This is an optimization exercise on Yosys and OpenROAD, whose aim is small area, not a production implementation.
Only simulation tests tie the RTL to the original design; equivalence was not proved.
Power is estimated from default activity; no workload was simulated.

**design/flow/config.mk**
```make
export PLATFORM = sky130hd
export DESIGN_NAME = pong_top
export DESIGN_NICKNAME = pong_top
export VERILOG_FILES = /design/flow/design.v
export SDC_FILE = /design/flow/constraint.sdc
export NUM_CORES = 4
export LEC_CHECK = 0
export CAP_MARGIN = 20
export CORE_MARGIN = 2
export CORE_UTILIZATION = 40
export SLEW_MARGIN = 20
```
**design/flow/constraint.sdc**
```tcl
create_clock -name core_clock -period 15.0 [get_ports {pixel_clk}]
set_input_delay 3.0000 -clock core_clock [delete_from_list [all_inputs] [get_ports {pixel_clk}]]
set_output_delay 3.0000 -clock core_clock [all_outputs]
set_load 0.01 [all_outputs]
```
**design/flow/design.v**
```verilog
package pong_pkg;
	typedef logic [7:0] pixel_t;
	typedef logic [10:0] hcount_t;
	typedef logic [9:0] vcount_t;
	typedef logic [2:0] sync_t;
	typedef logic [1:0] mode_t;
	localparam mode_t mode_game = 2'd0;
	localparam mode_t mode_border = 2'd1;
	localparam mode_t mode_bars = 2'd2;
	localparam mode_t mode_game_alt = 2'd3;
	typedef logic [1:0] speed_t;
	localparam int PUCK_SIZE = 64;
	localparam int PADDLE_W = 16;
	localparam int PADDLE_H = 128;
	localparam int PADDLE_STEP = 8;
	localparam int PADDLE_MARGIN = 20;
	localparam int PUCK_MIN_X = 5;
	localparam int PUCK_MIN_Y = 1;
	localparam pixel_t PUCK0_COLOR = 8'b111_000_11;
	localparam pixel_t PUCK1_COLOR = 8'b111_111_00;
	localparam pixel_t PADDLE_COLOR = 8'b000_111_00;
	localparam sync_t SYNC_IDLE = 3'b110;
	localparam int RENDER_DELAY = 2;
endpackage
import pong_pkg::*;
module puck_hit (
	input logic [10:0] dx,
	input logic [10:0] dy,
	output logic hit
);
	logic in_x;
	logic in_y;
	logic [5:0] w;
	logic [4:0] m;
	assign in_x = (dx[10:6] == 5'd0) || (dx == 11'd64);
	assign in_y = (dy[10:6] == 5'd0) || (dy == 11'd64);
	always_comb begin
		case (dy[5:0])
			6'd0: w = 6'd0;
			6'd1: w = 6'd7;
			6'd2: w = 6'd11;
			6'd3: w = 6'd13;
			6'd4: w = 6'd15;
			6'd5: w = 6'd17;
			6'd6: w = 6'd18;
			6'd7: w = 6'd19;
			6'd8: w = 6'd21;
			6'd9: w = 6'd22;
			6'd10: w = 6'd23;
			6'd11: w = 6'd24;
			6'd12: w = 6'd24;
			6'd13: w = 6'd25;
			6'd14: w = 6'd26;
			6'd15: w = 6'd27;
			6'd16: w = 6'd27;
			6'd17: w = 6'd28;
			6'd18: w = 6'd28;
			6'd19: w = 6'd29;
			6'd20: w = 6'd29;
			6'd21: w = 6'd30;
			6'd22: w = 6'd30;
			6'd23: w = 6'd30;
			6'd24: w = 6'd30;
			6'd25: w = 6'd31;
			6'd26: w = 6'd31;
			6'd27: w = 6'd31;
			6'd28: w = 6'd31;
			6'd29: w = 6'd31;
			6'd30: w = 6'd31;
			6'd31: w = 6'd31;
			6'd32: w = 6'd32;
			6'd33: w = 6'd31;
			6'd34: w = 6'd31;
			6'd35: w = 6'd31;
			6'd36: w = 6'd31;
			6'd37: w = 6'd31;
			6'd38: w = 6'd31;
			6'd39: w = 6'd31;
			6'd40: w = 6'd30;
			6'd41: w = 6'd30;
			6'd42: w = 6'd30;
			6'd43: w = 6'd30;
			6'd44: w = 6'd29;
			6'd45: w = 6'd29;
			6'd46: w = 6'd28;
			6'd47: w = 6'd28;
			6'd48: w = 6'd27;
			6'd49: w = 6'd27;
			6'd50: w = 6'd26;
			6'd51: w = 6'd25;
			6'd52: w = 6'd24;
			6'd53: w = 6'd24;
			6'd54: w = 6'd23;
			6'd55: w = 6'd22;
			6'd56: w = 6'd21;
			6'd57: w = 6'd19;
			6'd58: w = 6'd18;
			6'd59: w = 6'd17;
			6'd60: w = 6'd15;
			6'd61: w = 6'd13;
			6'd62: w = 6'd11;
			6'd63: w = 6'd7;
			default: w = 6'd0;
		endcase
	end
	assign m = dx[4:0] ^ {5{~dx[5]}};
	assign hit = in_x && in_y && ({1'b0, m, ~dx[5]} < {w, 1'b1});
endmodule
module puck_move #(
	parameter logic [9:0] START_X = 10'd256,
	parameter logic [9:0] START_Y = 10'd192,
	parameter bit START_RIGHT = 1'b1,
	parameter bit START_DOWN = 1'b1
) (
	input logic pixel_clk,
	input logic reset,
	input logic frame_pulse,
	input logic [1:0] speed_x,
	input logic [1:0] speed_y,
	output logic [9:0] puck_x,
	output logic [9:0] puck_y
);
	logic right;
	logic down;
	logic [10:0] nx;
	logic [10:0] ny;
	assign nx = right ? {1'b0, puck_x} + {8'd0, speed_x, 1'b0}
		: {1'b0, puck_x} - {8'd0, speed_x, 1'b0};
	assign ny = down ? {1'b0, puck_y} + {8'd0, speed_y, 1'b0}
		: {1'b0, puck_y} - {8'd0, speed_y, 1'b0};
	always_ff @(posedge pixel_clk or posedge reset) begin
		if (reset) begin
			puck_x <= START_X;
			puck_y <= START_Y;
			right <= START_RIGHT;
			down <= START_DOWN;
		end else if (frame_pulse) begin
			if (right) begin
				if (nx > 11'd960) begin
					puck_x <= 10'd960;
					right <= 1'b0;
				end else begin
					puck_x <= nx[9:0];
				end
			end else begin
				if (nx[10] || nx < 11'd5) begin
					puck_x <= 10'd5;
					right <= 1'b1;
				end else begin
					puck_x <= nx[9:0];
				end
			end
			if (down) begin
				if (ny > 11'd704) begin
					puck_y <= 10'd704;
					down <= 1'b0;
				end else begin
					puck_y <= ny[9:0];
				end
			end else begin
				if (ny[10] || ny < 11'd1) begin
					puck_y <= 10'd1;
					down <= 1'b1;
				end else begin
					puck_y <= ny[9:0];
				end
			end
		end
	end
endmodule
module pong_top #(
	parameter int H_ACTIVE = 1024,
	parameter int H_FP = 24,
	parameter int H_SYNC = 136,
	parameter int H_BP = 160,
	parameter int V_ACTIVE = 768,
	parameter int V_FP = 3,
	parameter int V_SYNC = 6,
	parameter int V_BP = 29
) (
	input logic pixel_clk,
	input logic reset,
	input logic btn_up,
	input logic btn_down,
	input logic btn_left,
	input logic btn_right,
	input logic wb_cyc,
	input logic wb_stb,
	input logic wb_we,
	input logic wb_adr,
	input logic [7:0] wb_dat_w,
	output logic [7:0] wb_dat_r,
	output logic wb_ack,
	output logic hsync,
	output logic vsync,
	output logic video_on,
	output logic [2:0] vga_red,
	output logic [2:0] vga_green,
	output logic [1:0] vga_blue
);
	logic [10:0] hc;
	logic [9:0] vc;
	logic h_end;
	logic v_end;
	logic frame_pulse;
	assign h_end = hc[10] && hc[8] && (&hc[5:0]);
	assign v_end = vc[9] && vc[8] && vc[5] && vc[2] && vc[0];
	assign frame_pulse = hc[10] && hc[8] && (hc[5:0] == 6'b111101) &&
		vc[9] && vc[8] && (vc[5:0] == 6'b000010);
	always_ff @(posedge pixel_clk or posedge reset) begin
		if (reset) begin
			hc <= 11'd1341;
			vc <= 10'd805;
		end else begin
			hc <= h_end ? 11'd0 : hc + 11'd1;
			if (h_end) begin
				vc <= v_end ? 10'd0 : vc + 10'd1;
			end
		end
	end
	logic req;
	logic [1:0] mode;
	logic [1:0] mode_d;
	logic [1:0] speed_x;
	logic [1:0] speed_y;
	logic [3:0] dat_r;
	assign req = wb_cyc && wb_stb && !wb_ack;
	always_ff @(posedge pixel_clk or posedge reset) begin
		if (reset) begin
			wb_ack <= 1'b0;
			mode <= 2'd0;
			speed_x <= 2'd1;
			speed_y <= 2'd1;
		end else begin
			wb_ack <= req;
			if (req && wb_we) begin
				if (wb_adr) begin
					speed_x <= wb_dat_w[3:2];
					speed_y <= wb_dat_w[1:0];
				end else begin
					mode <= wb_dat_w[1:0];
				end
			end
		end
	end
	always_ff @(posedge pixel_clk) begin
		dat_r <= wb_adr ? {speed_x, speed_y} : {2'b00, mode};
		mode_d <= mode;
	end
	assign wb_dat_r = {4'b0000, dat_r};
	logic [9:0] p0x, p0y, p1x, p1y;
	puck_move #(.START_X(10'd256), .START_Y(10'd192), .START_RIGHT(1'b1), .START_DOWN(1'b1))
	i_puck0 (
		.pixel_clk(pixel_clk), .reset(reset), .frame_pulse(frame_pulse),
		.speed_x(speed_x), .speed_y(speed_y), .puck_x(p0x), .puck_y(p0y)
	);
	puck_move #(.START_X(10'd512), .START_Y(10'd384), .START_RIGHT(1'b0), .START_DOWN(1'b0))
	i_puck1 (
		.pixel_clk(pixel_clk), .reset(reset), .frame_pulse(frame_pulse),
		.speed_x(speed_x), .speed_y(speed_y), .puck_x(p1x), .puck_y(p1y)
	);
	logic [6:0] kx;
	logic [6:0] ky;
	always_ff @(posedge pixel_clk or posedge reset) begin
		if (reset) begin
			kx <= 7'd3;
			ky <= 7'd3;
		end else if (frame_pulse) begin
			if (btn_up) begin
				if (ky != 7'd3) ky <= ky - 7'd1;
			end else if (btn_down && ky != 7'd78) begin
				ky <= ky + 7'd1;
			end
			if (btn_left) begin
				if (kx != 7'd3) kx <= kx - 7'd1;
			end else if (btn_right && kx != 7'd124) begin
				kx <= kx + 7'd1;
			end
		end
	end
	logic hit0;
	logic hit1;
	logic pad;
	logic [7:0] pdx;
	logic [7:0] pdy;
	logic on;
	logic border;
	logic red;
	logic green;
	logic blue;
	puck_hit i_hit0 (
		.dx({1'b0, hc[9:0]} - {1'b0, p0x}),
		.dy({1'b0, vc} - {1'b0, p0y}),
		.hit(hit0)
	);
	puck_hit i_hit1 (
		.dx({1'b0, hc[9:0]} - {1'b0, p1x}),
		.dy({1'b0, vc} - {1'b0, p1y}),
		.hit(hit1)
	);
	assign pdx = {1'b0, hc[9:3]} + {7'd0, hc[2]} - {1'b0, kx};
	assign pdy = {1'b0, vc[9:3]} + {7'd0, vc[2]} - {1'b0, ky};
	assign pad = (pdx[7:1] == 7'd0) && (pdy[7:4] == 4'd0);
	assign on = !hc[10] && !(vc[9] && vc[8]);
	assign border = (hc[9:0] == 10'd0) || (&hc[9:0]) || (vc == 10'd0) ||
		(vc[9] && (&vc[7:0]));
	always_comb begin
		case (mode_d)
			2'd1: {red, green, blue} = {3{border}};
			2'd2: {red, green, blue} = {hc[8], hc[7], hc[6]};
			default: {red, green, blue} = {hit0 | hit1, hit1 | pad, hit0};
		endcase
	end
	assign hsync = !((hc >= 11'd1048) && (hc < 11'd1184));
	assign vsync = !((vc >= 10'd771) && (vc < 10'd777));
	assign video_on = on;
	assign vga_red = {3{on & red}};
	assign vga_green = {3{on & green}};
	assign vga_blue = {2{on & blue}};
endmodule
```
**design/flow/run.sh**
```bash
#!/bin/bash
# synth_recipe.tcl (not shown) runs the flow's synth.tcl, then flattens the netlist and writes it again
# the make line also repeats each setting of config.mk as NAME=value (left out here)
make -C /OpenROAD-flow-scripts/flow DESIGN_CONFIG=/design/flow/config.mk WORK_HOME=/design/flow/orfs CLKGATE_MAP_FILE= SYNTH_SCRIPT=/design/flow/synth_recipe.tcl finish
```
==> results.txt <==
| Step | Quantity | Value |
|---|---|---|
| outcome | Result of the run | finished clean |
| grt | Aggregate global-route resource usage | 20.05% |
| grt | Vias in the first global route | 8511 |
| power | Share of power burned in combinational logic | 30.9% |
| logic synthesis | Synthesized instance count | 1287 |
| logic synthesis | Sequential fraction of the synthesis area | 22.63% |
| finish | Diode count | 0 |
| logic synthesis | Number of warnings printed during yosys synthesis | 4 |
| logic synthesis | Register bit count reported by yosys | 92 |
| logic synthesis | Unique cell type count in the Yosys netlist | 87 |
| logic synthesis | Cell area after technology mapping | 10180 um^2 |
| drt | Post-detailed-route count of antenna-violating nets | 0 |
| setup path | Crit path capture type | primary output |
| finish | Layout overhead on the synthesized area | 7.618% |
| timing | Number of setup violations in the final report | 0 |
| timing | Clock Skews | 0.01164 ns |
| floorplanning | Count of standard-cell rows | 58 |
| clock tree | Clock Sinks | 92 |
| logic synthesis | Number of synthesized flops with an enable pin | 0 |
| logic synthesis | Avg Cell Area, Syn | 7.912 um^2 |
| power | Total internal power | 0.4660 mW |
| clock tree | H-tree depth | 3 |
| drt | Initial detailed-routing violation count | 641 |
| placement | Final weighted congestion in routability-driven placement | 0.8844 |
| clock tree | Clock tree from TritonCTS | built |
| logic synthesis | Top area cells in the synthesized netlist | sky130_fd_sc_hd__ha_1 15%, sky130_fd_sc_hd__dfrtp_1 15%, sky130_fd_sc_hd__dfstp_2 6.7%, sky130_fd_sc_hd__xnor2_1 4.7%, sky130_fd_sc_hd__o21ai_0 4.4% |
| floorplanning | Effective utilization at floorplan | 40.55% |
| clock tree | Post-CTS setup-driven buffer insertion count | 0 |
| logic synthesis | Biggest area consumer among synthesized cells | sky130_fd_sc_hd__ha_1 |
| power | Leakage power | 4.525 nW |
| finish | Leading cell types in the layout, fill and taps excluded | 123 x sky130_fd_sc_hd__ha_1, 118 x sky130_fd_sc_hd__inv_1, 116 x sky130_fd_sc_hd__nand2_1, 90 x sky130_fd_sc_hd__o21ai_0, 82 x sky130_fd_sc_hd__nor2_1 |
| drt | DRC Markers | 0 |
| placement | Port-buffer cells | 29 |
| grt | First-pass GRT wire length | 43370 um |
| setup path | Worst path bufs/invs | 1 |
| drt | Number of vias after detailed routing | 9222 |
| setup path | Data required, critical path | 12.00 ns |
| logic synthesis | Leading register cell type out of synthesis | sky130_fd_sc_hd__dfrtp_1 |
| drt | Detailed-router iteration count before antenna repair | 5 |
| setup path | Largest fanout on the critical path | 14 |
| grt | Antenna violations before repair | 0 |
| timing | Final Max Slew Viols | 0 |
| drt | Total length of routed wires | 26080 um |
| floorplanning | Placeable core region | 25110 um^2 |
| timing | Max Fclk | 0.1111 GHz |
| timing | Worst hold slack | 0.3842 ns |
| timing | Slew @ Worst Pin | 1.075 ns |
| setup path | CP delay by family, top | compound AO/OA/AOI/OAI gates |
| placement | Detail Placement HPWL | 20050 um |
| job | Number of max-cap violations | 0 |
| clock tree | Clock buffer count from CTS | 9 |
| power | Power per Cell Area | 64.20 nW/um^2 |
| min path | Worst hold path type | flip-flop to flip-flop |
| finish | # nets final | 1426 |
| setup path | Critical path class | flip-flop to primary output |
| floorplanning | Overall die area | 26750 um^2 |
| grt | Pin count of the biggest net entering global routing | 47 |
| logic synthesis | Yosys top cell area share | 15.11% |
| clock tree | Bufs on Longest Clock Path | 2 |
| logic synthesis | FFs w/ async S/R, synth | 93.48% |
| finish | Leading cell type in the layout, fill and taps excluded | sky130_fd_sc_hd__ha_1 |
| clock tree | Post-CTS Hold Buffers | 0 |
| floorplanning | Ports | 38 |
| setup path | Crit path max-delay cell type | sky130_fd_sc_hd__xor2_1 |
| timing | Sum of negative setup slack | 0 ns |
| power | Switching Share | 33.76% |
| setup path | Critical path's largest stage delay | 0.78 ns |
| power | Reg power frac | 37.7% |
| clock tree | Post-cts resize count | 0 |
| power | Overall Power | 0.7035 mW |
| timing | Final Hold Vio Count | 0 |
| clock tree | Clock slew at reported path FFs | 0.07 ns |
| power | Net Sw Power | 0.2375 mW |
| floorplanning | Vertical die dimension | 163.6 um |
| drt | Post-detailed-route via-to-cell ratio | 5.732 |
| grt | Final global-route overflow total | 0 |
| finish | Share of layout cells above drive strength 1 | 6.411% |
| timing | Post-route setup slack | 5.999 ns |
| placement | Post-Place Setup Slack | 6.473 ns |
| timing | Unrepaired setup endpoints after global routing | false |
| setup path | Startpoint type of the worst setup path | flip-flop |
| drt | Routed WL per cell | 16.21 um |
| setup path | Arrival time at the worst endpoint | 6.00 ns |
| power | Peak supply drop | 53.58 uV |
| power | Power share of the clock group | 31.4% |
| clock tree | Clock latency of the later-clocked register in the worst-skew pair | 0.36 ns |
| timing | Tmin final | 9.001 ns |
| timing | Final clock period utilization by the worst path | 60.01% |
| timing | Max-slew headroom at the worst pin | 27.84% |
| setup path | Crit-path cells | ha_1 > or2_2 > o31a_1 > xor2_1 > nor2_1 > o31ai_1 > o211ai_1 > o21a_1 > ha_1 > a2111oi_0 > o211ai_1 > a221oi_1 > nand4_1 > a221oi_1 > clkdlybuf4s50_1 |
| clock tree | Root buffer cell | sky130_fd_sc_hd__clkbuf_16 |
| floorplanning | Horizontal extent of the die | 163.6 um |
[layer usage]
layer | vias to the layer above | global-route usage [%] | wire, um
met5 | - | 0 | 0
met4 | 0 | 5.542 | 502
met3 | 25 | 2.539 | 931
met2 | 180 | 32.89 | 12070
met1 | 4354 | 27.74 | 12580
li1 | 4663 | - | -
[kinds of logic (layout without fill, tap and decap cells)]
| group | count (synthesis) | after routing | share of synthesized area [%] |
|---|---|---|---|
| AO/OA/AOI/OAI | 367 | 367 | 23.75 |
| XOR/XNOR | 77 | 77 | 6.623 |
| AND/OR/NAND/NOR | 408 | 408 | 19.71 |
| buffers and inverters | 185 | 174 | 7.311 |
| other | 1 | 4 | 0.03683 |
| flip-flops | 92 | 92 | 22.63 |
| adder cells (fa/ha/maj) | 135 | 135 | 17.38 |
| multiplexers | 22 | 22 | 2.556 |
[worst paths after layout]
check	startpoint	slack (ns)	endpoint	depth (start not counted)
worst max-delay path	vc[2]	6.00	vga_red[2]	15
min in group asynchronous	reset	3.08	kx[2]	2
worst min-delay path	mode[0]	0.38	mode_d[0]	0
worst max register to register	speed_x[0]	11.16	i_puck0.puck_x[3]	13
worst min register to register	mode[0]	0.38	mode_d[0]	0
max in group asynchronous	reset	10.85	i_puck1.puck_y[2]	3
[stage by stage]
stage                     cells  util [%]  cell area, um^2
after floorplan            1290         -            10190
after global placement     1593     42.54            10680
after detailed placement   1593     42.54            10680
after CTS                  1609     43.64            10960
after global routing       1609     43.64            10960
final                      1609     43.64            10960
[power by group through the flow]
stage | logic, mW | registers [mW] | clock network, mW
2_1_floorplan | 0.163 | 0.267 | 0
3_3_place_gp | 0.217 | 0.270 | 0
3_5_place_dp | 0.217 | 0.270 | 0
4_1_cts | 0.219 | 0.265 | 0.228
5_1_grt | 0.244 | 0.266 | 0.238
6_report | 0.218 | 0.265 | 0.221
[layout make-up]
cell class / count / area [um^2]
Clock inverter: 6 / 47.55
Fill cell: 2577 / 14150
Timing Repair Buffer: 36 / 342.8
Multi-Input combinational cell: 1013 / 7157
Clock buffer: 10 / 229.0
Tap cell: 330 / 412.9
Sequential cell: 92 / 2305
Inverter: 122 / 464.2
[cell usage after synthesis, types with 14 or more instances]
cell type                  count
sky130_fd_sc_hd__nand3_1      51
sky130_fd_sc_hd__nor2_1       82
sky130_fd_sc_hd__o31ai_1      14
sky130_fd_sc_hd__o21ai_0      90
sky130_fd_sc_hd__nand4_1      23
sky130_fd_sc_hd__xnor2_1      55
sky130_fd_sc_hd__nor3_1       42
sky130_fd_sc_hd__a31oi_1      22
sky130_fd_sc_hd__clkbuf_1     50
sky130_fd_sc_hd__nand2_1     116
sky130_fd_sc_hd__dfstp_2      26
sky130_fd_sc_hd__nor4_1       15
sky130_fd_sc_hd__a21o_1       20
sky130_fd_sc_hd__inv_1       119
sky130_fd_sc_hd__a21oi_1      71
sky130_fd_sc_hd__dfrtp_1      60
sky130_fd_sc_hd__ha_1        123
sky130_fd_sc_hd__xor2_1       22
[registers in the layout (all words and copies together), names as in the netlist, 4 cells and up]
signal          cells
i_puck0.puck_x     10
i_puck1.puck_y     10
kx                  7
hc                 11
dat_r               4
i_puck1.puck_x     10
vc                 10
ky                  7
i_puck0.puck_y     10

[separate check: timing with driven ports]
No port has a modelled driver above. Below, the same layout with a new extraction and two added sets of constraints. Step 1 assumes that a clkbuf_16 drives the clock port and a buf_2 every other input. Step 2 moves the port delays by t, midway between the first and last clock arrival at a register: inputs arrive t later, outputs are due t later. That takes back most of the time a late clock gives input paths. Three values: no drivers, after step 1, after step 2; two values: the first two.
t (ns): 0.404
slack for setup (ns): 5.999 / 5.951 / 6.355
worst hold slack (ns): 0.384 / 0.384 / 0.384
worst register clock-pin slew, ns: 0.07 / 0.07
pins driven straight from the clock port: 1
After both steps setup and hold are still met in this run. For this run, drivers alone change the setup slack by -0.048 ns; drivers and shift together by +0.356 ns.
